Source: an optimization exercise on an open RTL-to-GDS flow (aim: small area, a short achievable clock period and few clock cycles per item). Production flows keep margins and buffers that such runs may drop. In this exercise RTL edits were held to simulation tests only and were not proved equivalent to the original. Power is estimated from default activity; no workload was simulated.

### design.v
`timescale 1ns / 1ps
`default_nettype none
package pse_pkg;
  localparam int InDataW = 96;
  localparam int OutDataW = 136;
  localparam logic CfgWidth = 1'b0;
  localparam logic CfgColor = 1'b1;
  localparam logic [31:0] WidthReset = 32'h0001_0000;
  localparam logic [31:0] ColorReset = 32'hFFFF_FFFF;
  typedef struct packed {
    logic load_in;      
    logic start_a;      
    logic start_b;      
    logic shift_hist;   
  } pse_cmd_t;
  typedef struct packed {
    logic busy;
    logic done;
    logic nonzero;
    logic same_pt;      
  } pse_sts_t;
endpackage
`default_nettype wire
`timescale 1ns / 1ps
`default_nettype none
module pse_div (
  input  wire logic        clk,
  input  wire logic        rst,
  input  wire logic        take,       
  output logic             can_take,
  input  wire logic [29:0] in_ax,
  input  wire logic [29:0] in_az,
  input  wire logic        in_sx,
  input  wire logic        in_sz,
  input  wire logic        in_tl,
  input  wire logic [31:0] in_bx,
  input  wire logic [31:0] in_bh,
  input  wire logic [31:0] in_bz,
  input  wire logic [30:0] in_len,
  input  wire logic [31:0] stroke_width,
  input  wire logic [4:0]  w_top,      
  input  wire logic        w_nz,
  input  wire logic        w_next,     
  input  wire logic        my_turn,    
  input  wire logic        out_busy,   
  input  wire logic        out_ready,
  output logic             emit,       
  output logic             done,       
  output logic             e_side,
  output logic [31:0]      o_bx,
  output logic [31:0]      o_bh,
  output logic [31:0]      o_bz,
  output logic [31:0]      o_qx,
  output logic [31:0]      o_qz,
  output logic             o_cx,
  output logic             o_cz,
  output logic             o_sx,
  output logic             o_sz,
  output logic             o_tl
);
  localparam logic [2:0] D_IDLE = 3'd0, D_STEP = 3'd1, D_FIN = 3'd2,
                         D_E0 = 3'd3, D_E1 = 3'd4;
  logic [2:0]  ds;
  logic [29:0] dax, daz;
  logic        d_w;
  logic [30:0] dlen;
  logic [31:0] drx, drz, dqx, dqz;
  logic [4:0]  di;
  function automatic logic [36:0] add37(logic [36:0] x, logic [36:0] y,
                                        logic cin);
    logic [37:0] g, p, gg, pp, xx, yy;
    xx = {x, cin};
    yy = {y, cin};
    g = xx & yy;
    p = xx ^ yy;
    gg = g;
    pp = p;
    for (int k = 1; k < 38; k = k * 2)
      for (int i = 2 * k - 1; i < 38; i = i + 2 * k) begin
        gg[i] = gg[i] | (pp[i] & gg[i - k]);
        pp[i] = pp[i] & pp[i - k];
      end
    for (int k = 16; k >= 1; k = k / 2)
      for (int i = 3 * k - 1; i < 38; i = i + 2 * k) begin
        gg[i] = gg[i] | (pp[i] & gg[i - k]);
        pp[i] = pp[i] & pp[i - k];
      end
    add37 = p[37:1] ^ gg[36:0];
  endfunction
  function automatic logic [64:0] div_step(logic [31:0] r, logic [31:0] q,
                                           logic [29:0] a, logic w,
                                           logic [30:0] len);
    logic [33:0] r2, aw, n1, n2, s1, c1, s2, c2, x, t1, t2;
    logic [31:0] rn, qn;
    r2 = {1'b0, r, 1'b0};
    aw = w ? 34'(a) : 34'd0;
    n1 = ~{2'b00, len, 1'b0};
    n2 = ~{1'b0, len, 2'b00};
    s1 = r2 ^ aw ^ n1;
    c1 = {((r2[32:0] & aw[32:0]) | (r2[32:0] & n1[32:0]) | (aw[32:0] & n1[32:0])), 1'b1};
    s2 = r2 ^ aw ^ n2;
    c2 = {((r2[32:0] & aw[32:0]) | (r2[32:0] & n2[32:0]) | (aw[32:0] & n2[32:0])), 1'b1};
    x  = 34'(add37(37'(r2), 37'(aw), 1'b0));
    t1 = 34'(add37(37'(s1), 37'(c1), 1'b0));
    t2 = 34'(add37(37'(s2), 37'(c2), 1'b0));
    if (!t2[33]) begin
      rn = t2[31:0];
      qn = {q[30:0] + 31'd1, 1'b0};
    end else if (!t1[33]) begin
      rn = t1[31:0];
      qn = {q[30:0], 1'b1};
    end else begin
      rn = x[31:0];
      qn = {q[30:0], 1'b0};
    end
    div_step = {!t1[33], rn, qn};
  endfunction
  logic [64:0] dsx, dsz;
  assign dsx = div_step(drx, dqx, dax, d_w, dlen);
  assign dsz = div_step(drz, dqz, daz, d_w, dlen);
  assign can_take = (ds == D_IDLE);
  assign emit = (ds == D_E0 && my_turn && !out_busy) || (ds == D_E1 && out_ready);
  assign done = (ds == D_E1 && out_ready);
  assign e_side = (ds == D_E1);
  assign o_qx = dqx;
  assign o_qz = dqz;
  always_ff @(posedge clk) begin
    if (rst) begin
      ds <= D_IDLE;
    end else begin
      case (ds)
        D_IDLE: if (take) ds <= (w_top == 5'd0) ? D_FIN : D_STEP;
        D_STEP: if (di == 5'd0) ds <= D_FIN;
        D_FIN:  ds <= D_E0;
        D_E0:   if (my_turn && !out_busy) ds <= D_E1;
        D_E1:   if (out_ready) ds <= D_IDLE;
        default: ds <= D_IDLE;
      endcase
    end
  end
  always_ff @(posedge clk) begin
    if (take) begin
      dax <= in_ax;
      daz <= in_az;
      o_sx <= in_sx;
      o_sz <= in_sz;
      o_tl <= in_tl;
      o_bx <= in_bx;
      o_bh <= in_bh;
      o_bz <= in_bz;
      dlen <= in_len;
      drx <= w_nz ? 32'(in_ax) : 32'd0;
      drz <= w_nz ? 32'(in_az) : 32'd0;
      dqx <= '0;
      dqz <= '0;
      di <= w_top - 5'd1;
    end else if (ds == D_STEP) begin
      drx <= dsx[63:32];
      dqx <= dsx[31:0];
      drz <= dsz[63:32];
      dqz <= dsz[31:0];
      di <= di - 5'd1;
    end
    d_w <= take ? w_next : (ds == D_STEP && di != 5'd0) && stroke_width[di - 5'd1];
    if (ds == D_FIN) begin
      o_cx <= dsx[64];
      o_cz <= dsz[64];
    end
  end
endmodule
`default_nettype wire
`timescale 1ns / 1ps
`default_nettype none
module polyline_stroke_extrude_unit (
  input  wire logic                           clk,
  input  wire logic                           rst,
  input  wire logic                           s_axis_tvalid,
  output logic                                s_axis_tready,
  input  wire logic [pse_pkg::InDataW-1:0]    s_axis_tdata,
  input  wire logic                           s_axis_tlast,
  output logic                                m_axis_tvalid,
  input  wire logic                           m_axis_tready,
  output logic [pse_pkg::OutDataW-1:0]        m_axis_tdata,
  output logic                                m_axis_tlast,
  input  wire logic                           cfg_we,
  input  wire logic                           cfg_index,
  input  wire logic [31:0]                    cfg_data
);
  logic [31:0] stroke_width, stroke_color;
  always_ff @(posedge clk) begin
    if (rst) begin
      stroke_width <= pse_pkg::WidthReset;
      stroke_color <= pse_pkg::ColorReset;
    end else if (cfg_we) begin
      if (cfg_index == pse_pkg::CfgWidth) stroke_width <= cfg_data;
      else stroke_color <= cfg_data;
    end
  end
  logic [4:0] w_top;
  logic       w_nz, w_next;
  always_comb begin
    w_top = 5'd0;
    for (int i = 1; i < 32; i++) if (stroke_width[i]) w_top = 5'(i);
  end
  logic [4:0] w_top_q;
  logic       w_nz_q, w_next_q;
  always_ff @(posedge clk) begin
    w_top_q  <= w_top;
    w_nz_q   <= |stroke_width;
    w_next_q <= (w_top != 5'd0) && stroke_width[w_top - 5'd1];
  end
  logic [1:0]  npts;      
  logic        pend_b;    
  logic        rdy;
  logic [31:0] hx, hh, hz, px, pz;
  localparam logic [2:0] N_IDLE = 3'd0, N_SUB = 3'd1, N_ABS = 3'd2,
                         N_LZC = 3'd3, N_NORM = 3'd4, N_SQ = 3'd5,
                         N_DONE = 3'd6;
  localparam logic [1:0] Q_IDLE = 2'd0, Q_RUN = 2'd1, Q_DONE = 2'd2;
  localparam logic [2:0] D_IDLE = 3'd0, D_STEP = 3'd1, D_FIN = 3'd2,
                         D_E0 = 3'd3, D_E1 = 3'd4,
                         D_E2 = 3'd5;
  logic [2:0] ns;
  logic [1:0] qs;
  logic q_take, n_take, n_free;
  assign n_take = (ns == N_DONE) && ((qs == Q_IDLE) || q_take);
  assign n_free = (ns == N_IDLE) || n_take;
  logic acc, load_a, load_b;
  assign acc    = s_axis_tvalid && rdy;
  assign load_a = s_axis_tvalid && !rdy && (npts != 2'd0) && !pend_b && n_free;
  assign load_b = pend_b && n_free;
  assign s_axis_tready = rdy;
  logic [31:0] in_x, in_h, in_z;
  assign in_x = s_axis_tdata[31:0];
  assign in_h = s_axis_tdata[63:32];
  assign in_z = s_axis_tdata[95:64];
  logic [1:0] npts_nx;
  logic       pend_b_nx;
  always_comb begin
    npts_nx = npts;
    pend_b_nx = pend_b && !load_b;
    if (acc) begin
      if (npts == 2'd0) begin
        if (!s_axis_tlast) npts_nx = 2'd1;
      end else begin
        npts_nx = s_axis_tlast ? 2'd0 : 2'd2;
        pend_b_nx = s_axis_tlast;
      end
    end
  end
  always_ff @(posedge clk) begin
    if (rst) begin
      npts <= 2'd0;
      pend_b <= 1'b0;
      rdy <= 1'b1;
    end else begin
      npts <= npts_nx;
      pend_b <= pend_b_nx;
      rdy <= load_a || (npts_nx == 2'd0 && !pend_b_nx);
    end
  end
  always_ff @(posedge clk) begin
    if (acc && (npts != 2'd0 || !s_axis_tlast)) begin
      hx <= in_x;
      hh <= in_h;
      hz <= in_z;
      if (npts != 2'd0) begin
        px <= hx;
        pz <= hz;
      end
    end
  end
  function automatic logic [36:0] add37(logic [36:0] x, logic [36:0] y,
                                        logic cin);
    logic [37:0] g, p, gg, pp, xx, yy;
    xx = {x, cin};
    yy = {y, cin};
    g = xx & yy;
    p = xx ^ yy;
    gg = g;
    pp = p;
    for (int k = 1; k < 38; k = k * 2)
      for (int i = 2 * k - 1; i < 38; i = i + 2 * k) begin
        gg[i] = gg[i] | (pp[i] & gg[i - k]);
        pp[i] = pp[i] & pp[i - k];
      end
    for (int k = 16; k >= 1; k = k / 2)
      for (int i = 3 * k - 1; i < 38; i = i + 2 * k) begin
        gg[i] = gg[i] | (pp[i] & gg[i - k]);
        pp[i] = pp[i] & pp[i - k];
      end
    add37 = p[37:1] ^ gg[36:0];
  endfunction
  logic               n_jb, n_tl, n_sx, n_sz;
  logic signed [32:0] nx, nz;
  logic [31:0]        nbx, nbh, nbz;
  logic [4:0]         n_msb, ncnt;
  logic [60:0]        nacc;
  logic [31:0] n_a_x, n_a_z, n_y_x, n_y_z;
  assign n_a_x = load_b ? hx : in_x;
  assign n_a_z = load_b ? hz : in_z;
  assign n_y_x = (load_b || npts != 2'd1) ? px : hx;
  assign n_y_z = (load_b || npts != 2'd1) ? pz : hz;
  logic [32:0] n_abx, n_abz;
  assign n_abx = 33'(add37(37'(nx[32] ? ~nx : nx), 37'd0, nx[32]));
  assign n_abz = 33'(add37(37'(nz[32] ? ~nz : nz), 37'd0, nz[32]));
  logic [31:0] n_m;
  logic [4:0]  n_msb_c;
  assign n_m = n_abx[31:0] | n_abz[31:0];
  always_comb begin
    n_msb_c = 5'd0;
    for (int i = 1; i < 32; i++) if (n_m[i]) n_msb_c = 5'(i);
  end
  logic [60:0] n_ext_x, n_ext_z;
  assign n_ext_x = {nx[31:0], 29'd0} >> n_msb;
  assign n_ext_z = {nz[31:0], 29'd0} >> n_msb;
  logic [1:0]  n_bx2, n_bz2;
  logic [32:0] n_sum;
  assign n_sum = 33'(nacc[60:30])
               + (n_bx2[0] ? 33'(nx[29:0]) : 33'd0) + (n_bx2[1] ? {2'b00, nx[29:0], 1'b0} : 33'd0)
               + (n_bz2[0] ? 33'(nz[29:0]) : 33'd0) + (n_bz2[1] ? {2'b00, nz[29:0], 1'b0} : 33'd0);
  logic [4:0] n_k;
  assign n_k = (n_msb < 5'd29) ? ((5'd29 - n_msb) & 5'b11110) : 5'd0;
  always_ff @(posedge clk) begin
    if (rst) begin
      ns <= N_IDLE;
    end else begin
      case (ns)
        N_IDLE, N_DONE: begin
          if (ns == N_IDLE || n_take) ns <= N_IDLE;
          if (load_a || load_b) ns <= N_ABS;
        end
        N_ABS: ns <= (nx == 33'sd0 && nz == 33'sd0) ? N_IDLE : N_NORM;
        N_NORM: ns <= N_SQ;
        N_SQ: if (ncnt == 5'd28) ns <= N_DONE;
        default: ns <= N_IDLE;
      endcase
    end
  end
  always_ff @(posedge clk) begin
    case (ns)
      N_ABS: begin
        nbx <= hx;
        nbh <= hh;
        nbz <= hz;
        n_tl <= n_jb || !s_axis_tlast || (in_x == hx && in_z == hz);
        n_sx <= nx[32];
        n_sz <= nz[32];
        nx <= n_abx;
        nz <= n_abz;
        n_msb <= n_msb_c;
      end
      N_NORM: begin
        nx <= 33'(n_ext_x[29:0]);
        nz <= 33'(n_ext_z[29:0]);
        nacc <= '0;
        ncnt <= n_k;
        if (n_msb < 5'd29) begin
          n_bx2 <= n_msb[0] ? {nx[1], nx[0]} : {nx[0], 1'b0};
          n_bz2 <= n_msb[0] ? {nz[1], nz[0]} : {nz[0], 1'b0};
        end else begin
          n_bx2 <= {nx[n_msb - 5'd28], nx[n_msb - 5'd29]};
          n_bz2 <= {nz[n_msb - 5'd28], nz[n_msb - 5'd29]};
        end
      end
      N_SQ: begin
        nacc <= {n_sum, nacc[29:2]};
        ncnt <= ncnt + 5'd2;
        n_bx2 <= {nx[ncnt + 5'd3], nx[ncnt + 5'd2]};
        n_bz2 <= {nz[ncnt + 5'd3], nz[ncnt + 5'd2]};
      end
      default: ;
    endcase
    if (load_a || load_b) begin
      nx <= 33'(add37({{5{n_a_x[31]}}, n_a_x}, ~{{5{n_y_x[31]}}, n_y_x}, 1'b1));
      nz <= 33'(add37({{5{n_a_z[31]}}, n_a_z}, ~{{5{n_y_z[31]}}, n_y_z}, 1'b1));
      n_jb <= load_b;
    end
  end
  logic [29:0] qax, qaz;
  logic        q_sx, q_sz, q_tl;
  logic [31:0] qbx, qbh, qbz;
  logic [51:0] qs_r;
  logic [31:0] qrem;
  logic [30:0] qroot;
  logic [4:0]  qcnt;
  logic [36:0] q_x4, q_b, q_c, q_cs, q_cc, q_d1, q_da, q_db;
  logic        q_ge1, q_ge2;
  logic [31:0] q_rem_nx;
  assign q_x4 = 37'({qrem, qs_r[51:48]});
  assign q_d1 = add37(37'({qrem, qs_r[51:50]}), ~(37'({qroot, 2'b01})), 1'b1);
  assign q_b  = ~(37'({qroot, 4'b0000}));
  assign q_c  = ~(37'({qroot, 3'b111}));
  assign q_cs = q_x4 ^ q_b ^ q_c;
  assign q_cc = {((q_x4[35:0] & q_b[35:0]) | (q_x4[35:0] & q_c[35:0]) |
                  (q_b[35:0] & q_c[35:0])), 1'b0};
  assign q_da = add37(q_cs, q_cc, 1'b0);
  assign q_db = add37(q_x4, ~(37'({qroot, 3'b001})), 1'b1);
  assign q_ge1 = !q_d1[36];
  assign q_ge2 = q_ge1 ? !q_da[36] : !q_db[36];
  always_comb begin
    if (q_ge1) q_rem_nx = q_ge2 ? q_da[31:0] : {q_d1[29:0], qs_r[49:48]};
    else       q_rem_nx = q_ge2 ? q_db[31:0] : q_x4[31:0];
  end
  logic [4:0] q0_root;
  logic [6:0] q0_rem;
  always_comb begin
    logic [8:0] sh, tr;
    q0_root = 5'(nacc[60]);
    q0_rem = 7'd0;
    for (int j = 0; j < 4; j++) begin
      sh = {q0_rem, nacc[59 - 2 * j -: 2]};
      tr = {2'b00, q0_root, 2'b01};
      if (sh >= tr) begin
        q0_rem = 7'(sh - tr);
        q0_root = {q0_root[3:0], 1'b1};
      end else begin
        q0_rem = 7'(sh);
        q0_root = {q0_root[3:0], 1'b0};
      end
    end
  end
  always_ff @(posedge clk) begin
    if (rst) begin
      qs <= Q_IDLE;
    end else begin
      if (n_take) qs <= Q_RUN;
      else if (q_take) qs <= Q_IDLE;
      else if (qs == Q_RUN && qcnt == 5'd0) qs <= Q_DONE;
    end
  end
  always_ff @(posedge clk) begin
    if (n_take) begin
      qax <= nx[29:0];
      qaz <= nz[29:0];
      q_sx <= n_sx;
      q_sz <= n_sz;
      q_tl <= n_tl;
      qbx <= nbx;
      qbh <= nbh;
      qbz <= nbz;
      qroot <= 31'(q0_root);
    end else if (qs == Q_RUN) begin
      qroot <= {qroot[28:0], q_ge1, q_ge2};
    end
    if (n_take) begin
      qs_r <= nacc[51:0];
      qrem <= 32'(q0_rem);
      qcnt <= 5'd12;
    end else begin
      qs_r <= {qs_r[47:0], 4'b0000};
      qrem <= q_rem_nx;
      qcnt <= qcnt - 5'd1;
    end
  end
  logic        q_sel, o_sel;
  logic [1:0]  u_can, u_emit, u_done, u_side, u_cx, u_cz, u_sx, u_sz, u_tl;
  logic [31:0] u_bx [2], u_bh [2], u_bz [2], u_qx [2], u_qz [2];
  logic [31:0] ovx, ovh, ovz;
  logic        ovalid, oside, olast;
  logic        xfer;
  assign xfer = ovalid && m_axis_tready;
  for (genvar u = 0; u < 2; u++) begin : g_div
    pse_div u_div (
      .clk, .rst,
      .take(q_take && (q_sel == 1'(u))), .can_take(u_can[u]),
      .in_ax(qax), .in_az(qaz), .in_sx(q_sx), .in_sz(q_sz), .in_tl(q_tl),
      .in_bx(qbx), .in_bh(qbh), .in_bz(qbz), .in_len(qroot),
      .stroke_width, .w_top(w_top_q), .w_nz(w_nz_q), .w_next(w_next_q),
      .my_turn(o_sel == 1'(u)), .out_busy(ovalid), .out_ready(m_axis_tready),
      .emit(u_emit[u]), .done(u_done[u]), .e_side(u_side[u]),
      .o_bx(u_bx[u]), .o_bh(u_bh[u]), .o_bz(u_bz[u]),
      .o_qx(u_qx[u]), .o_qz(u_qz[u]), .o_cx(u_cx[u]), .o_cz(u_cz[u]),
      .o_sx(u_sx[u]), .o_sz(u_sz[u]), .o_tl(u_tl[u])
    );
  end
  assign q_take = (qs == Q_DONE) && u_can[q_sel];
  always_ff @(posedge clk) begin
    if (rst) begin
      q_sel <= 1'b0;
      o_sel <= 1'b0;
    end else begin
      if (q_take) q_sel <= !q_sel;
      if (u_done[o_sel]) o_sel <= !o_sel;
    end
  end
  function automatic logic [31:0] vert(logic [31:0] b, logic [31:0] q,
                                       logic c, logic add);
    logic [33:0] v;
    v = 34'(add37({{5{b[31]}}, b}, add ? {5'b00000, q} : ~{5'b00000, q},
                  add ? c : !c));
    if (v[33] != v[31] || v[32] != v[31]) vert = v[33] ? 32'h8000_0000 : 32'h7FFF_FFFF;
    else vert = v[31:0];
  endfunction
  logic e_load, e_side;
  assign e_load = u_emit[o_sel];
  assign e_side = u_side[o_sel];
  always_ff @(posedge clk) begin
    if (rst) begin
      ovalid <= 1'b0;
    end else begin
      if (e_load) ovalid <= 1'b1;
      else if (xfer) ovalid <= 1'b0;
    end
  end
  always_ff @(posedge clk) begin
    if (e_load) begin
      ovx <= vert(u_bx[o_sel], u_qz[o_sel], u_cz[o_sel], u_sz[o_sel] ^ e_side);
      ovz <= vert(u_bz[o_sel], u_qx[o_sel], u_cx[o_sel], !u_sx[o_sel] ^ e_side);
      ovh <= u_bh[o_sel];
      oside <= e_side;
      olast <= e_side && u_tl[o_sel];
    end
  end
  assign m_axis_tvalid = ovalid;
  assign m_axis_tlast = olast;
  assign m_axis_tdata = {7'd0, stroke_color, oside, ovz, ovh, ovx};
endmodule
`default_nettype wire
### run.sh
#!/bin/bash
# synth_recipe.tcl (not shown) runs the flow's synth.tcl, then flattens the netlist and writes it again
# the make line also repeats each setting of config.mk as NAME=value (left out here)
make -C /OpenROAD-flow-scripts/flow DESIGN_CONFIG=/design/flow/config.mk WORK_HOME=/design/flow/orfs CLKGATE_MAP_FILE= SYNTH_SCRIPT=/design/flow/synth_recipe.tcl finish
### config.mk
export PLATFORM = sky130hd
export DESIGN_NAME = polyline_stroke_extrude_unit
export DESIGN_NICKNAME = polyline_stroke_extrude_unit
export VERILOG_FILES = /design/flow/design.v
export SDC_FILE = /design/flow/constraint.sdc
export NUM_CORES = 4
export LEC_CHECK = 0
export CAP_MARGIN = 20
export CORE_MARGIN = 2
export CORE_UTILIZATION = 55
export PLACE_DENSITY = 0.68
export SETUP_SLACK_MARGIN = 5
export SLEW_MARGIN = 20
### constraint.sdc
create_clock -name core_clock -period 11.0 [get_ports {clk}]
set_input_delay 2.2000 -clock core_clock [delete_from_list [all_inputs] [get_ports {clk}]]
set_output_delay 2.2000 -clock core_clock [all_outputs]
set_load 0.01 [all_outputs]
==> impl_metrics.csv, run 1 <==
group,metric,value,unit
status,outcome,"finished clean",
floorplan,die_h,443,um
synthesis,synth_edf_count,1184,
global_route,grt_overflow,0,
route,via_per_inst,6.11,
worst_setup_path,crit_path_end_kind,"flop",
route,avgRoutedWirePerCell,24.7,um
finish,syn_to_final_growth,11.7,%
synthesis,yosys_most_used_dff,"edfxtp_1",
synthesis,yosysSeqAreaShare,39.8,%
placed_design,hpwl,235,mm
sta,relSlewSlack,19.9,%
global_route,grt_usage,31.8,%
worst_setup_path,r2r_slack,5.24,ns
hold_path,holdCritStartpoint,"nbh[18]$_DFFE_PP_",
floorplan,row_count,161,
placed_design,gp_congestion,0.969,
finish,fin_util,61.7,%
synthesis,synth_mux_area_share,6.73,%
cts,cts_tree,"yes",
power_and_ir_drop,peakVddDrop,192,uV
worst_setup_path,cpMostUsedCell,"buf_12",
cts,clock-root-buffer,"clkbuf_16",
synthesis,synth_fa_ha_area_share,20.4,%
global_route,antenna_found_initial,10,
worst_setup_path,path_max_fanout,17,
power_and_ir_drop,total_power,24.7,mW
sta,period_needed,5.76,ns
floorplan,dieArea,197000,sq um
synthesis,synth.distinct_cells,108,
synthesis,syn_inst,9868,
finish,fin_area,119000,sq um
sta,maxSlewViolCount,0,
sta,skew,0.0559,ns
route,vias,77923,
worst_setup_path,start_kind,"flop",
sta,rsz0062_at_grt,"yes",
finish,fin_cells,12749,
cts,cts_made_buffers,166,
global_route,grt_pass1_wl,477,mm
placed_design,placed_area,112000,sq um
finish,layout_common_cells,"edfxtp_1, inv_1, nand2_1",
placed_design,io_buffer_count,266,
finish,layout_commonest_cell,"edfxtp_1",
worst_setup_path,path_class,"reg -> reg",
finish,multiInputGateArea,58800,sq um
finish,nets,11564,
synthesis,async_reset_ff_share,0,%
worst_setup_path,r2r-start,"g_div[1].u_div.ds[0]$_SDFFE_PP0P_",
synthesis,synth-compound-area-share,11.5,%
worst_setup_path,critical_path_required,11.56,ns
cts,cts_hold_buf,0,
route,drt_iter0_markers,7882,
route,ant_nets,0,
cts,cts_buffer_depth,3,
synthesis,yosysWarnings,7,
floorplan,start_util,55.3,%
sta,setup_violations,0,
synthesis,synth-seq-cells,1518,
finish,drive_above_1_share,8.59,%
power_and_ir_drop,powerDensity,208,nW/um^2
cts,cts.sinks,1518,
worst_setup_path,rr_endpoint,"ovz[18]$_DFFE_PP_",
worst_setup_path,reg2reg_depth,24,
hold_path,whs_endpoint,"qbh[18]$_DFFE_PP_",
finish,fillCellCount,15652,
hold_path,hold_path_depth,0,
run,max-cap-violations,0,
worst_setup_path,cp_slowest_stage_delay,0.54,ns
worst_setup_path,arrival,6.32,ns
synthesis,synth_top_family_by_area,"adder cells",
power_and_ir_drop,p_leak,50.9,nW
synthesis,synth_area,106000,sq um
global_route,grt_pass1_vias,77552,
global_route,grt_max_degree,173,
finish,seq_area,42300,sq um
synthesis,synthSimpleGateAreaFrac,10.4,%
cts,cts.clk_slew.worst_paths,0.06,ns
route,drc,0,
worst_setup_path,cp_cell_sequence,"nor2_2 -> nand3_1 -> o21ai_4 -> buf_12 -> xor2_4 -> buf_12 -> xnor2_1 -> fa_1 -> nor2b_1 -> o21a_1 -> o21a_1 -> o21ai_0 -> a2111o_1 -> a211oi_4 -> nor2_1 -> o32ai_2 -> a311oi_4 -> o21bai_2 -> fa_2 -> nand2b_1 -> nand3b_1 -> o21ai_4 -> buf_12 -> o22ai_1",
sta,final.setup.tns,0,ns
cts,htreeDepth,4,
sta,hold_violations,0,
hold_path,min_path_type,"reg -> reg",
worst_setup_path,cp_slowest_cell,"a2111o_1",
floorplan,die_w,443,um
sta,tightest_slew,1.19,ns
synthesis,synth.avg_cell_area,10.8,sq um
route,firstDrtPassIters,8,
floorplan,coreArea,192000,sq um
sta,max_freq,174,MHz
cts,worstSkewPairLatency,0.87,ns
floorplan,io-pin-count,274,
placed_design,dpl.cell_count,12358,
route,finalWirelength,316,mm
synthesis,yosys.area_share.xor_xnor,5.62,%
sta,timing.final.crit_share,52.4,%
## logic make-up after synthesis
logic type | after synthesis
AO/OA/AOI/OAI | 1854
XOR/XNOR | 675
adder cells (fa/ha/maj) | 1355
buffers and inverters | 1532
flip-flops | 1518
multiplexers | 587
other | 1
AND/OR/NAND/NOR | 2346
## sequential cells by signal, summed over array words and instances (netlist names), 52 cells and up
name,cells
g_div.u_div.dlen,62
g_div.u_div.daz,60
g_div.u_div.o_bh,64
g_div.u_div.o_bx,64
nacc,61
g_div.u_div.dqz,64
g_div.u_div.dqx,64
g_div.u_div.drz,64
g_div.u_div.drx,64
g_div.u_div.o_bz,64
qs_r,52
g_div.u_div.dax,60
## worst max-delay path: cells and delay by family, from the launching register on
kind	cells	cell delay, ns
flip-flops	1	0.51
adder cells (fa/ha/maj)	2	0.99
AND/OR/NAND/NOR	6	0.82
AO/OA/AOI/OAI	11	2.30
XOR/XNOR	2	0.33
buffers and inverters	3	0.48
## metal layers
layer,up-vias,GRT usage [%],wire (um)
met5,-,0,13
met4,2,12.9,13600
met3,604,6.46,30100
met2,3416,48.0,139000
met1,38691,45.0,132000
li1,35210,-,-
## how the worst max path moves through the flow
stage / from / to / slack, ns / depth (start not counted)
after floorplan: g_div[1].u_div.ds[0]$_SDFFE_PP0P_ / ovz[10]$_DFFE_PP_ / 5.07 / 24
final: g_div[1].u_div.ds[0]$_SDFFE_PP0P_ / ovz[18]$_DFFE_PP_ / 5.24 / 24
after CTS: nacc[58]$_SDFFCE_PN0P_ / qrem[6]$_DFF_P_ / 5.00 / 27
after global placement: g_div[1].u_div.ds[2]$_SDFFE_PP0P_ / nx[31]$_DFFE_PP_ / 3.09 / 25
after global routing: nacc[58]$_SDFFCE_PN0P_ / qrem[2]$_DFF_P_ / 4.93 / 27
after detailed placement: o_sel$_SDFFE_PP0P_ / ovz[18]$_DFFE_PP_ / 2.89 / 22
## area by class of cell
cell class,count,area share (%)
Clock inverter,107,1.17
Sequential cell,1518,35.6
Multi-Input combinational cell,6829,49.5
Timing Repair Buffer,461,3.73
Inverter,1098,3.50
Tap cell,2526,2.66
Clock buffer,203,3.76
Antenna cell,7,0.0148
## synthesized netlist by cell type, types with 64 or more instances
cell type,n,share of area (%)
a211oi_1,99,0.70
a21o_1,227,1.6
a21oi_1,436,2.1
and2_1,89,0.52
and3_1,120,0.71
clkbuf_1,322,1.1
dfxtp_1,334,6.3
edfxtp_1,1184,33
fa_1,627,12
ha_1,728,8.6
inv_1,1090,3.9
mux2_2,125,1.3
mux2i_1,373,3.5
mux4_2,89,1.9
nand2_1,974,3.4
nand2b_1,77,0.45
nand3_1,213,1.0
nand4_1,82,0.48
nor2_1,355,1.3
nor2b_1,65,0.38
nor3_1,181,0.85
o211ai_1,66,0.47
o21a_1,65,0.46
o21ai_0,417,2.0
o22ai_1,64,0.38
xnor2_1,361,3.0
xor2_1,310,2.6
## timing repair
action,CTS,global route
gates cloned,5,6
setup buffers,27,35
resized for setup,62,62
setup endpoints to repair,219,167
pin swaps,15,31
## power breakdown
group / total [mW] / switching (mW) / internal, mW / leakage (nW)
combinational: 10.8 / 6.26 / 4.58 / 34.7
sequential: 7.92 / 0.758 / 7.17 / 13.4
clock: 5.94 / 2.55 / 3.39 / 2.81
total: 24.7 / 9.56 / 15.1 / 50.9
## per-stage QoR
step	setup slack (ns)	hold WS (ns)
6_report	5.24	0.382
5_1_grt	4.93	0.387
4_1_cts	5.00	0.375
3_5_place_dp	2.89	0.405
3_3_place_gp	3.09	0.401
2_1_floorplan	5.07	0.399
Testbench counts, summed over its fixed seeds: cycles 27,188, points 1,920.
==> run 2, diff against run 1 <==
--- a/design.v
+++ b/design.v
@@ -466,5 +466,5 @@
       .take(q_take && (q_sel == 1'(u))), .can_take(u_can[u]),
       .in_ax(qax), .in_az(qaz), .in_sx(q_sx), .in_sz(q_sz), .in_tl(q_tl),
-      .in_bx(qbx), .in_bh(qbh), .in_bz(qbz), .in_len(qroot),
+      .in_bx(qbx), .in_bh(qbh), .in_bz(qbz), .in_len(q_len),
       .stroke_width, .w_top(w_top_q), .w_nz(w_nz_q), .w_next(w_next_q),
       .my_turn(o_sel == 1'(u)), .out_busy(ovalid), .out_ready(m_axis_tready),
@@ -475,5 +475,9 @@
     );
   end
-  assign q_take = (qs == Q_DONE) && u_can[q_sel];
+  logic        q_last;
+  logic [30:0] q_len;
+  assign q_last = (qs == Q_RUN) && (qcnt == 5'd0);
+  assign q_len = (qs == Q_DONE) ? qroot : {qroot[28:0], q_ge1, q_ge2};
+  assign q_take = (q_last || qs == Q_DONE) && u_can[q_sel];
   always_ff @(posedge clk) begin
     if (rst) begin
--- a/config.mk
+++ b/config.mk
@@ -8,6 +8,6 @@
 export CAP_MARGIN = 20
 export CORE_MARGIN = 2
-export CORE_UTILIZATION = 55
-export PLACE_DENSITY = 0.68
+export CORE_UTILIZATION = 45
+export CTS_BUF_LIST = sky130_fd_sc_hd__clkbuf_8
 export SETUP_SLACK_MARGIN = 5
 export SLEW_MARGIN = 20
==> impl_metrics.csv, run 2 <==
group,metric,value,unit
status,outcome,"finished clean",
synthesis,yosysTopAreaCellShare,33.5,%
worst_setup_path,critical_path_required,11.85,ns
route,via_per_inst,5.69,
power_and_ir_drop,switching_share,40.8,%
synthesis,synthTopCellsByArea,"edfxtp_1, fa_1, ha_1",
synthesis,yosysWarnings,7,
finish,syn_to_final_growth,13.5,%
floorplan,row_count,178,
finish,multiInputGateArea,59100,sq um
route,drt_iter0_markers,6349,
sta,relSlewSlack,12.5,%
global_route,grt_max_degree,132,
synthesis,async_reset_ff_share,0,%
floorplan,dieArea,240000,sq um
power_and_ir_drop,powerDensity,218,nW/um^2
floorplan,io-pin-count,274,
power_and_ir_drop,switching_power,10.7,mW
synthesis,synth_common_cells,"edfxtp_1, inv_1, nand2_1, ha_1, fa_1",
sta,final.setup.tns,0,ns
finish,fin_area,120000,sq um
sta,period_needed,6.19,ns
worst_setup_path,path_class,"reg -> reg",
worst_setup_path,cp_slowest_stage_delay,0.44,ns
global_route,grt_usage,26.9,%
sta,hold_violations,0,
finish,layout_commonest_cell,"edfxtp_1",
placed_design,io_buffer_count,266,
power_and_ir_drop,internal-power,15.5,mW
power_and_ir_drop,seqPwrFrac,29.8,%
finish,drive_above_1_share,10.7,%
route,finalWirelength,326,mm
global_route,grt_overflow,0,
placed_design,gp_congestion,0.972,
worst_setup_path,arrival,7.05,ns
cts,htreeDepth,5,
run,max-cap-violations,0,
synthesis,synth.avg_cell_area,10.6,sq um
power_and_ir_drop,p_clk_share,20.8,%
cts,cts_tree,"yes",
finish,nets,11884,
cts,cts_hold_buf,0,
sta,skew,0.102,ns
worst_setup_path,crit_path_end_kind,"flop",
route,avgRoutedWirePerCell,23.6,um
synthesis,yosysMostFrequentCell,"edfxtp_1",
global_route,grt_pass1_vias,78848,
floorplan,coreArea,235000,sq um
worst_setup_path,cp_slowest_cell,"fa_2",
sta,timing.final.crit_share,56.3,%
placed_design,placed_area,112000,sq um
route,drc,0,
sta,tightest_slew,1.30,ns
synthesis,syn_inst,10002,
synthesis,synth-seq-cells,1518,
power_and_ir_drop,peakVddDrop,164,uV
route,ant_nets,0,
synthesis,yosys.area.top_type,"edfxtp_1",
worst_setup_path,r2r_slack,4.81,ns
cts,cts_buffer_depth,4,
sta,setup_violations,0,
sta,max_freq,162,MHz
floorplan,start_util,45.2,%
sta,maxSlewViolCount,0,
floorplan,die_w,489,um
global_route,grt_pass1_wl,488,mm
cts,cts_made_buffers,298,
worst_setup_path,start_kind,"flop",
placed_design,hpwl,237,mm
cts,cts.sinks,1518,
synthesis,synth.distinct_cells,107,
hold_path,min_path_type,"reg -> reg",
finish,layout_common_cells,"edfxtp_1, inv_1, nand2_1",
worst_setup_path,path_max_fanout,3,
synthesis,yosys_most_used_dff,"edfxtp_1",
finish,fillCellCount,21126,
cts,cts.clk_slew.worst_paths,0.06,ns
synthesis,synth_area,106000,sq um
synthesis,synth_edf_count,1184,
cts,clock-root-buffer,"clkbuf_8",
global_route,antenna_found_initial,32,
route,firstDrtPassIters,8,
finish,seq_area,42300,sq um
cts,worstSkewPairLatency,1.05,ns
sta,rsz0062_at_grt,"yes",
synthesis,yosysSeqAreaShare,39.8,%
power_and_ir_drop,comb_power_share,49.3,%
floorplan,die_h,489,um
route,vias,78390,
power_and_ir_drop,p_leak,50.9,nW
==> run 2: final timing paths <==
path                                          from           endpoint  cells past startpoint
worst max-delay path            qs[1]$_SDFFE_PP0P_   nx[29]$_DFFE_PP_                     32
worst min-delay path             nbx[11]$_DFFE_PP_  qbx[11]$_DFFE_PP_                      0
worst min register to register   nbx[11]$_DFFE_PP_  qbx[11]$_DFFE_PP_                      0
worst max register to register  qs[1]$_SDFFE_PP0P_   nx[29]$_DFFE_PP_                     32
==> run 2: kinds of logic after synthesis <==
logic type,synth area share [%]
adders and majority gates,20.4
other,0.00354
and+or+nand+nor,10.4
xor gates and xnor gates,5.86
buffers and inverters,5.63
muxes,6.03
AOI/OAI and AO/OA,11.8
DFF,39.8
==> run 2: cell type report <==
| type | count | area share (%) |
|---|---|---|
| Multi-Input combinational cell | 6938 | 49.1 |
| Sequential cell | 1518 | 35.1 |
| Timing Repair Buffer | 542 | 4.43 |
| Clock buffer | 325 | 3.72 |
| Inverter | 1097 | 3.45 |
| Tap cell | 3150 | 3.27 |
| Clock inverter | 195 | 0.894 |
| Antenna cell | 19 | 0.0395 |
==> run 2: repair_timing <==
item	4_1_cts	5_1_grt
cloned	8	7
pin swaps	47	54
setup buffers	80	40
endpoints found under the hold margin	0	0
resized for setup	134	123
setup endpoints to repair	377	327
==> run 2: per-layer routing <==
layer,vias up,track usage (%),part of all wire (%),wire (um)
met3,744,4.49,7.1,23300
li1,35882,-,-,-
met4,14,12.1,5.0,16200
met2,2887,43.3,46,151000
met1,38863,35.5,42,136000
met5,-,0,0.030,97
==> run 2: worst max-delay path, delay by kind of cell (launching register included) <==
family,cells,cell delay [ns]
simple gates,11,1.66
fa+ha+maj,2,0.69
compound gates,13,2.36
mux,1,0.22
buf+inv,5,0.76
flops,1,0.34
==> run 2: power by group through the flow <==
stage / Clock, mW / Sequential (mW) / Combinational (mW)
2_1_floorplan: 0 / 7.73 / 8.96
3_3_place_gp: 0 / 7.91 / 11.9
3_5_place_dp: 0 / 7.93 / 12.2
4_1_cts: 5.59 / 7.80 / 12.6
5_1_grt: 5.82 / 7.89 / 14.4
6_report: 5.46 / 7.82 / 12.9
==> run 2: per-stage QoR <==
stage               total power, mW  hold slack [ns]  cells  utilization, %  worst slack [ns]
global route                   28.1            0.359  13770            51.3              4.51
global placement               19.8            0.401  13110            47.8              2.75
detailed placement             20.1            0.405  13110            47.8              2.59
CTS                            26.0            0.330  13718            50.8              4.84
finish                         26.2            0.354  13784            51.3              4.81
floorplan                      16.7            0.399  10008               -              5.01
Testbench counts of run 2, summed over its fixed seeds: cycles 25,596, points 1,920.
==> run 3, diff against run 2 <==
--- a/config.mk
+++ b/config.mk
@@ -8,6 +8,5 @@
 export CAP_MARGIN = 20
 export CORE_MARGIN = 2
-export CORE_UTILIZATION = 45
-export CTS_BUF_LIST = sky130_fd_sc_hd__clkbuf_8
+export CORE_UTILIZATION = 50
 export SETUP_SLACK_MARGIN = 5
 export SLEW_MARGIN = 20
==> impl_metrics.csv, run 3 <==
group,metric,value,unit
status,outcome,"finished clean",
synthesis,syn_inst,10002,
route,drc,0,
global_route,antenna_found_initial,40,
synthesis,yosysWarnings,7,
finish,nets,11774,
route,via_per_inst,5.85,
worst_setup_path,r2r_slack,4.97,ns
synthesis,synth.distinct_cells,107,
global_route,grt_pass1_wl,484,mm
placed_design,gp_congestion,0.960,
synthesis,synth_area,106000,sq um
finish,fin_area,121000,sq um
sta,hold_ws,0.410,ns
worst_setup_path,start_kind,"flop",
placed_design,placed_area,112000,sq um
power_and_ir_drop,peakVddDrop,346,uV
route,drt_iter0_markers,6916,
cts,cts_made_buffers,173,
run,max-cap-violations,0,
synthesis,synth.avg_cell_area,10.6,sq um
worst_setup_path,path_class,"reg -> reg",
sta,max_freq,166,MHz
synthesis,yosysTopAreaCellShare,33.5,%
placed_design,dpl.cell_count,12790,
cts,cts_buffer_depth,3,
power_and_ir_drop,total_power,27.0,mW
sta,timing.final.crit_share,54.9,%
floorplan,row_count,169,
cts,htreeDepth,4,
cts,cts.clk_slew.worst_paths,0.06,ns
floorplan,die_h,464,um
worst_setup_path,rr_endpoint,"nz[30]$_DFFE_PP_",
floorplan,start_util,50.1,%
worst_setup_path,path_max_fanout,5,
global_route,grt_max_degree,117,
synthesis,yosys.area.top_type,"edfxtp_1",
worst_setup_path,cp_slowest_stage_delay,0.37,ns
finish,layout_commonest_cell,"edfxtp_1",
cts,worstSkewPairLatency,0.86,ns
sta,final.setup.tns,0,ns
floorplan,die_w,464,um
global_route,grt_overflow,0,
power_and_ir_drop,p_leak,50.8,nW
floorplan,dieArea,216000,sq um
sta,hold_violations,0,
hold_path,holdCritStartpoint,"nbz[16]$_DFFE_PP_",
sta,rsz0062_at_grt,"yes",
synthesis,yosysSeqAreaShare,39.8,%
route,finalWirelength,323,mm
power_and_ir_drop,powerDensity,224,nW/um^2
worst_setup_path,crit_buf_inv,5,
route,avgRoutedWirePerCell,24.3,um
cts,cts_tree,"yes",
synthesis,yosys_most_used_dff,"edfxtp_1",
placed_design,io_buffer_count,266,
sta,relSlewSlack,19.2,%
sta,tightest_slew,1.20,ns
worst_setup_path,crit_path_end_kind,"flop",
worst_setup_path,arrival,6.60,ns
cts,cts.sinks,1518,
placed_design,hpwl,236,mm
finish,drive_above_1_share,10.0,%
synthesis,synth-seq-cells,1518,
sta,maxSlewViolCount,0,
finish,layout_common_cells,"edfxtp_1, inv_1, nand2_1",
finish,fin_util,57.1,%
route,vias,77669,
synthesis,synthTopCellsByArea,"edfxtp_1, fa_1, ha_1",
cts,clock-root-buffer,"clkbuf_16",
synthesis,synth_common_cells,"edfxtp_1, inv_1, nand2_1, ha_1, fa_1",
worst_setup_path,cpMostUsedCell,"o21a_1",
floorplan,io-pin-count,274,
worst_setup_path,cp_slowest_cell,"or3_4",
synthesis,synth_edf_count,1184,
worst_setup_path,r2r-start,"qcnt[1]$_SDFF_PP0_",
sta,skew,0.0741,ns
worst_setup_path,cp_top_family,"compound AO/OA/AOI/OAI gates",
hold_path,min_path_type,"reg -> reg",
floorplan,coreArea,211000,sq um
placed_design,dp_worst_setup_slack,2.84,ns
route,ant_nets,0,
hold_path,hold_path_depth,0,
finish,syn_to_final_growth,13.9,%
route,firstDrtPassIters,6,
finish,fin_cells,13275,
sta,period_needed,6.03,ns
worst_setup_path,reg2reg_depth,34,
sta,setup_violations,0,
sta,setup_slack,4.97,ns
global_route,grt_pass1_vias,77927,
synthesis,async_reset_ff_share,0,%
worst_setup_path,critical_path_required,11.57,ns
synthesis,yosysMostFrequentCell,"edfxtp_1",
global_route,grt_usage,29.5,%
hold_path,whs_endpoint,"qbz[16]$_DFFE_PP_",
run 3: repair_timing:
item	CTS	global route
pin swaps	52	64
cloned	12	6
hold buffers	0	0
gates resized for setup	132	121
buffers inserted	77	46
endpoints found under the setup margin	358	294
run 3: final cells by class:
class                   count  area, sq um
diodes                     18         45.0
multi-input cells        6939        59100
well taps                2821         3530
clock inverters           109         1490
repair buffers            556         5580
flip-flops and latches   1518        42300
clock buffers             217         4670
inverters                1097         4150
fillers                 18134        90600
run 3: power by group:
group          internal [mW]  switching [mW]  total, mW  leakage [nW]
sequential              7.17           0.647       7.82          13.5
clock                   3.57            2.63       6.20          2.92
combinational           5.46            7.56       13.0          34.4
total                   16.2            10.8       27.0          50.8
run 3: cell families (layout without fill, tap and decap cells):
| kind of cell | after synthesis | count (layout) | share of synthesized area, % |
|---|---|---|---|
| and+or+nand+nor | 2381 | 2383 | 10.4 |
| xor gates and xnor gates | 708 | 708 | 5.86 |
| DFF | 1518 | 1518 | 39.8 |
| buffers and inverters | 1557 | 1979 | 5.63 |
| AOI/OAI and AO/OA | 1964 | 1968 | 11.8 |
| other | 1 | 25 | 0.00354 |
| muxes | 519 | 519 | 6.03 |
| adders and majority gates | 1354 | 1354 | 20.4 |
run 3: worst register-to-register path, delay by kind of cell, from the launching register on:
family | cells | cell delay (ns)
simple gates | 11 | 1.47
buf+inv | 5 | 0.73
compound gates | 13 | 2.27
xor+xnor | 1 | 0.15
mux | 1 | 0.23
fa+ha+maj | 3 | 0.60
flops | 1 | 0.32
run 3: worst max path at each step:
stage                                           start  slack [ns]  cells past startpoint           endpoint
finish                             qcnt[1]$_SDFF_PP0_        4.97                     34   nz[30]$_DFFE_PP_
floorplan           g_div[1].u_div.ds[2]$_SDFFE_PP0P_        5.01                     24  ovz[11]$_DFFE_PP_
global placement                   qs[1]$_SDFFE_PP0P_        3.00                     28   nx[31]$_DFFE_PP_
detailed placement                 qs[1]$_SDFFE_PP0P_        2.84                     28   nx[31]$_DFFE_PP_
global route                       qcnt[0]$_SDFF_PP0_        4.66                     33   nz[31]$_DFFE_PP_
CTS                                qs[1]$_SDFFE_PP0P_        4.83                     33   nz[30]$_DFFE_PP_
run 3: per-layer routing:
metal / wire length, um / global-route usage, %
met5: 59 / 0
met3: 22700 / 4.57
met4: 13400 / 11.6
met1: 137000 / 40.3
met2: 150000 / 47.1
==> run 4, diff against run 3 <==
--- a/design.v
+++ b/design.v
@@ -475,7 +475,10 @@
     );
   end
-  logic        q_last;
+  logic        q_last;    
   logic [30:0] q_len;
-  assign q_last = (qs == Q_RUN) && (qcnt == 5'd0);
+  always_ff @(posedge clk) begin
+    if (rst) q_last <= 1'b0;
+    else q_last <= !n_take && (qs == Q_RUN) && (qcnt == 5'd1);
+  end
   assign q_len = (qs == Q_DONE) ? qroot : {qroot[28:0], q_ge1, q_ge2};
   assign q_take = (q_last || qs == Q_DONE) && u_can[q_sel];
==> impl_metrics.csv, run 4 <==
group,metric,value,unit
status,outcome,"finished clean",
cts,cts_made_buffers,175,
route,avgRoutedWirePerCell,24.5,um
sta,hold_violations,0,
worst_setup_path,crit_path_end_kind,"flop",
synthesis,yosys_most_used_dff,"edfxtp_1",
finish,fin_area,121000,sq um
sta,skew,0.0551,ns
placed_design,gp_congestion,0.984,
global_route,grt_max_degree,141,
sta,tightest_slew,1.31,ns
floorplan,dieArea,218000,sq um
sta,final.setup.tns,0,ns
synthesis,synth.distinct_cells,113,
sta,period_needed,5.84,ns
floorplan,die_h,466,um
worst_setup_path,path_max_fanout,11,
floorplan,start_util,50.4,%
synthesis,yosys.area.top_type,"edfxtp_1",
sta,relSlewSlack,11.8,%
power_and_ir_drop,p_leak,51.3,nW
cts,htreeDepth,4,
route,finalWirelength,326,mm
cts,worstSkewPairLatency,0.88,ns
synthesis,synthTopCellsByArea,"edfxtp_1, fa_1, ha_1",
worst_setup_path,start_kind,"flop",
cts,cts.sinks,1519,
finish,fillCellCount,18183,
route,vias,79051,
placed_design,io_buffer_count,266,
route,via_per_inst,5.94,
cts,cts_hold_buf,0,
global_route,grt_pass1_wl,488,mm
finish,drive_above_1_share,9.15,%
run,max-cap-violations,0,
synthesis,yosysWarnings,7,
synthesis,yosysTopAreaCellShare,33.3,%
synthesis,async_reset_ff_share,0,%
worst_setup_path,critical_path_required,11.60,ns
sta,maxSlewViolCount,0,
finish,syn_to_final_growth,12.7,%
cts,cts.clk_slew.worst_paths,0.06,ns
cts,cts_buffer_depth,3,
hold_path,min_path_type,"reg -> reg",
synthesis,synth_edf_count,1184,
cts,cts_tree,"yes",
global_route,grt_usage,29.7,%
power_and_ir_drop,peakVddDrop,181,uV
sta,setup_violations,0,
synthesis,synth-seq-cells,1519,
placed_design,placed_area,113000,sq um
route,ant_nets,0,
synthesis,synth_area,107000,sq um
global_route,grt_pass1_vias,78663,
placed_design,hpwl,245,mm
sta,timing.final.crit_share,53.1,%
global_route,antenna_found_initial,32,
power_and_ir_drop,powerDensity,221,nW/um^2
synthesis,yosysSeqAreaShare,39.5,%
cts,clock-root-buffer,"clkbuf_16",
synthesis,synth_common_cells,"edfxtp_1, inv_1, nand2_1, ha_1, fa_1",
floorplan,coreArea,212000,sq um
route,firstDrtPassIters,6,
finish,fin_util,56.8,%
floorplan,die_w,466,um
route,drc,0,
finish,layout_commonest_cell,"edfxtp_1",
synthesis,yosysMostFrequentCell,"edfxtp_1",
floorplan,row_count,169,
finish,layout_common_cells,"edfxtp_1, inv_1, nand2_1",
route,drt_iter0_markers,7350,
floorplan,io-pin-count,274,
synthesis,synth.avg_cell_area,10.6,sq um
finish,seq_area,42300,sq um
synthesis,syn_inst,10110,
worst_setup_path,arrival,6.43,ns
sta,rsz0062_at_grt,"yes",
finish,nets,11826,
global_route,grt_overflow,0,
sta,max_freq,171,MHz
worst_setup_path,path_class,"reg -> reg",
finish,multiInputGateArea,59400,sq um
-- run 4: power breakdown --
part / internal [mW] / leakage, nW / switching (mW)
clock network: 3.54 / 2.93 / 2.60
registers: 7.15 / 13.5 / 0.677
logic: 5.19 / 34.9 / 7.47
-- run 4: path summary, 6_finish.rpt --
path | slack (ns) | end | depth (start not counted) | start
setup / recovery | 5.16 | nacc[59]$_SDFFCE_PN0N_ | 16 | nx[5]$_DFFE_PP_
hold / removal | 0.41 | qbh[30]$_DFFE_PP_ | 0 | nbh[30]$_DFFE_PP_
setup reg to reg | 5.16 | nacc[59]$_SDFFCE_PN0N_ | 16 | nx[5]$_DFFE_PP_
hold reg to reg | 0.41 | qbh[30]$_DFFE_PP_ | 0 | nbh[30]$_DFFE_PP_
-- run 4: kinds of logic (layout without fill, tap and decap cells) --
logic type	Yosys count	in the layout	share of synthesized area, %
compound gates	1895	1899	11.4
xor+xnor	674	674	5.61
fa+ha+maj	1355	1355	20.3
buf+inv	1590	1956	5.69
flops	1519	1519	39.5
mux	570	570	6.47
other cells	1	17	0.00351
simple gates	2506	2507	11.0
-- run 4: layout make-up --
type / instances / share of cell area (%)
inverters: 1125 / 3.54
multi-input cells: 7012 / 49.3
diodes: 10 / 0.0208
flip-flops and latches: 1519 / 35.1
repair buffers: 503 / 4.08
clock inverters: 101 / 1.04
clock buffers: 227 / 4.02
well taps: 2821 / 2.93
-- run 4: metrics by stage --
step                      worst slack, ns  cells  hold WS [ns]  power [mW]
after floorplan                      5.04  10116         0.399        16.4
after global placement               2.93  12880         0.400        19.5
after detailed placement             2.93  12880         0.405        19.9
after CTS                            4.99  13252         0.412        26.3
after global routing                 4.94  13315         0.419        28.4
final                                5.16  13318         0.413        26.6
-- run 4: what timing repair did --
item | 4_1_cts | 5_1_grt
cloned | 8 | 2
setup endpoints to repair | 317 | 245
pin swaps | 18 | 40
buffers inserted | 36 | 50
hold endpoints to repair | 0 | 0
resized for setup | 90 | 92
-- run 4: critical path, cell delays in order, from the launching register on --
cell and delay, ns:
edfxtp_1 0.99, nand2_1 0.18, fa_1 0.55, inv_1 0.06, fa_1 0.51, fa_1 0.43
ha_1 0.23, nor3_1 0.34, a21oi_1 0.15, o41a_1 0.47, a41o_1 0.28, o41a_1 0.46
a211oi_2 0.24, nor2_1 0.13, a311oi_1 0.28, xor2_1 0.19, nor2_1 0.06
-- run 4: metal layers --
metal | part of all wire, % | routed length, um | vias to the layer above | track usage [%]
met2 | 46 | 150000 | 3017 | 47.1
li1 | - | - | 36074 | -
met3 | 7.6 | 24800 | 641 | 4.68
met1 | 42 | 137000 | 39309 | 40.6
met5 | 0.027 | 87 | - | 0
met4 | 4.5 | 14500 | 10 | 12.4
Testbench counts of run 4, summed over its fixed seeds: cycles 25,596, points 1,920.
==> run 5, diff against run 4 <==
--- a/config.mk
+++ b/config.mk
@@ -8,5 +8,5 @@
 export CAP_MARGIN = 20
 export CORE_MARGIN = 2
-export CORE_UTILIZATION = 50
+export CORE_UTILIZATION = 40
 export SETUP_SLACK_MARGIN = 5
 export SLEW_MARGIN = 20
==> impl_metrics.csv, run 5 <==
group,metric,value,unit
status,outcome,"finished clean",
route,firstDrtPassIters,6,
worst_setup_path,arrival,6.30,ns
cts,cts_buffer_depth,3,
sta,rsz0062_at_grt,"yes",
synthesis,yosysSeqAreaShare,39.5,%
finish,layout_commonest_cell,"edfxtp_1",
placed_design,hpwl,248,mm
floorplan,die_h,521,um
worst_setup_path,crit_path_end_kind,"flop",
synthesis,yosys_most_used_dff,"edfxtp_1",
hold_path,min_path_type,"reg -> reg",
floorplan,start_util,40.3,%
global_route,antenna_found_initial,11,
route,via_per_inst,5.62,
power_and_ir_drop,comb_power_share,47.2,%
synthesis,yosysTopAreaCellShare,33.3,%
synthesis,async_reset_ff_share,0,%
sta,maxSlewViolCount,0,
power_and_ir_drop,p_leak,51.4,nW
synthesis,synth_edf_count,1184,
power_and_ir_drop,peakVddDrop,179,uV
worst_setup_path,r2r_slack,5.22,ns
floorplan,die_w,521,um
cts,cts_made_buffers,179,
synthesis,synth_area,107000,sq um
route,finalWirelength,332,mm
power_and_ir_drop,seqPwrFrac,29.2,%
cts,worstSkewPairLatency,0.88,ns
run,max-cap-violations,0,
power_and_ir_drop,switching_share,40.2,%
finish,drive_above_1_share,9.03,%
route,drc,0,
power_and_ir_drop,switching_power,10.7,mW
sta,setup_slack,5.22,ns
cts,cts.clk_slew.worst_paths,0.06,ns
route,drt_iter0_markers,6952,
cts,cts_tree,"yes",
synthesis,synth.distinct_cells,113,
route,ant_nets,0,
cts,clock-root-buffer,"clkbuf_16",
sta,timing.final.crit_share,52.6,%
route,vias,78938,
worst_setup_path,critical_path_required,11.52,ns
power_and_ir_drop,p_clk_share,23.6,%
global_route,grt_max_degree,142,
placed_design,gp_congestion,0.944,
finish,syn_to_final_growth,13.7,%
global_route,grt_overflow,0,
worst_setup_path,path_max_fanout,4,
sta,max_freq,173,MHz
placed_design,dp_worst_setup_slack,3.04,ns
global_route,grt_pass1_vias,79684,
cts,cts.sinks,1519,
synthesis,yosys.area.top_type,"edfxtp_1",
synthesis,synthTopCellsByArea,"edfxtp_1, fa_1, ha_1",
sta,tightest_slew,1.14,ns
floorplan,io-pin-count,274,
global_route,grt_usage,24.1,%
synthesis,synth-seq-cells,1519,
synthesis,yosysWarnings,7,
worst_setup_path,start_kind,"flop",
placed_design,io_buffer_count,266,
floorplan,dieArea,271000,sq um
finish,layout_common_cells,"edfxtp_1, inv_1, nand2_1",
sta,hold_violations,0,
power_and_ir_drop,powerDensity,219,nW/um^2
sta,relSlewSlack,24.3,%
floorplan,row_count,189,
floorplan,coreArea,266000,sq um
synthesis,syn_inst,10110,
route,avgRoutedWirePerCell,23.6,um
cts,htreeDepth,4,
sta,period_needed,5.78,ns
finish,nets,11838,
sta,setup_violations,0,
sta,skew,0.0833,ns
synthesis,yosysMostFrequentCell,"edfxtp_1",
worst_setup_path,path_class,"reg -> reg",
sta,final.setup.tns,0,ns
global_route,grt_pass1_wl,497,mm
synthesis,synth.avg_cell_area,10.6,sq um
synthesis,synth_common_cells,"edfxtp_1, inv_1, nand2_1, ha_1, fa_1",
power_and_ir_drop,internal-power,16.0,mW
==> run 5: critical path, cell delays in order (launching register included) <==
cell and delay, ns:
edfxtp_1 0.58, nand2_1 0.14, fa_1 0.52, inv_1 0.05
fa_1 0.52, fa_1 0.45, ha_1 0.29, a21o_1 0.18
a21oi_1 0.22, nor2b_1 0.08, o21ai_1 0.22, a21oi_1 0.13
o41a_1 0.46, a41o_1 0.28, o41a_1 0.40, a211oi_1 0.25
nor2_1 0.14, a311oi_1 0.32, xor2_1 0.18, nor2_1 0.05
==> run 5: cell type report <==
| class | instances | area, sq um |
|---|---|---|
| fill | 24527 | 144000 |
| multi-input combinational | 7012 | 59400 |
| sequential | 1519 | 42300 |
| timing repair buffer | 511 | 4960 |
| clock buffer | 225 | 4780 |
| tap | 3533 | 4420 |
| inverter | 1125 | 4250 |
| clock inverter | 115 | 1530 |
| antenna | 2 | 5.00 |
==> run 5: timing repair <==
item	4_1_cts	5_1_grt
cloned	7	3
endpoints found under the setup margin	265	251
resized for setup	69	70
pin swaps	11	34
setup buffers	42	45
hold buffers	0	0
==> run 5: worst paths after layout <==
| check | from | end | cells past startpoint |
|---|---|---|---|
| worst min register to register | nbx[2]$_DFFE_PP_ | qbx[2]$_DFFE_PP_ | 0 |
| worst min-delay path | nbx[2]$_DFFE_PP_ | qbx[2]$_DFFE_PP_ | 0 |
| worst max-delay path | nx[2]$_DFFE_PP_ | nacc[59]$_SDFFCE_PN0N_ | 19 |
| worst max register to register | nx[2]$_DFFE_PP_ | nacc[59]$_SDFFCE_PN0N_ | 19 |
==> run 5: power by group through the flow <==
stage          Combinational, mW  Clock (mW)  Sequential (mW)
2_1_floorplan               8.68           0             7.70
3_3_place_gp                11.6           0             7.91
3_5_place_dp                11.9           0             7.93
4_1_cts                     12.3        6.43             7.80
5_1_grt                     14.0        6.65             7.88
6_report                    12.6        6.30             7.80
==> run 5: per-layer routing <==
layer	up-vias	global-route usage, %	share of wire (%)
met1	39444	32.9	44
met3	642	3.65	6.7
met5	-	0	0.0069
met2	2778	38.3	45
li1	36070	-	-
met4	4	9.36	4.3
==> run 5: per-stage QoR <==
stage / cell area, sq um / power [mW] / hold slack, ns / instances / util [%]
final: 122000 / 26.7 / 0.392 / 14042 / 45.8
after CTS: 121000 / 26.5 / 0.382 / 13990 / 45.5
after detailed placement: 114000 / 19.8 / 0.405 / 13601 / 42.8
after global placement: 114000 / 19.5 / 0.400 / 13600 / 42.8
after floorplan: 107000 / 16.4 / 0.399 / 10116 / -
after global routing: 122000 / 28.6 / 0.412 / 14041 / 45.8
==> run 5: kinds of logic (layout without fill, tap and decap cells) <==
logic type	after synthesis	in the layout	share of synthesized area (%)
xor+xnor	674	674	5.61
mux	570	570	6.47
simple gates	2506	2507	11.0
flops	1519	1519	39.5
fa+ha+maj	1355	1355	20.3
buf+inv	1590	1976	5.69
compound gates	1895	1899	11.4
other cells	1	9	0.00351

-- what the ideal ports hide --
In the flow no input, the clock included, has a driving cell. The finished layouts below were timed again as built, in two steps.
Step 1, drivers: a clkbuf_16 drives clk and a buf_2 each remaining input, both assumed.
Step 2, shift: input delay + t, output delay - t, t = (earliest + latest rising clock arrival at the registers) / 2. This alone moves slack from input paths to output paths.
Slacks: no drivers / after step 1 / after step 2; pairs: no drivers / after step 1.
| run | t, ns | setup WS [ns] | worst hold slack (ns) | worst register clock-pin slew, ns |
|---|---|---|---|---|
| run 1 | 0.935 | 5.239 / 5.239 / 4.690 | 0.382 / 0.382 / 0.382 | 0.07 / 0.07 |
| run 2 | 1.091 | 4.808 / 4.808 / 4.339 | 0.354 / 0.354 / 0.354 | 0.07 / 0.07 |
| run 3 | 0.917 | 4.966 / 4.966 / 4.428 | 0.410 / 0.410 / 0.410 | 0.07 / 0.07 |
| run 4 | 0.953 | 5.164 / 5.164 / 4.467 | 0.413 / 0.413 / 0.413 | 0.07 / 0.07 |
| run 5 | 0.940 | 5.219 / 5.219 / 4.360 | 0.392 / 0.392 / 0.392 | 0.07 / 0.07 |
After both steps every run listed still meets setup and hold. The setup slack of run 5, which loses most, moves by 0.000 ns with the drivers and by -0.859 ns with both steps.
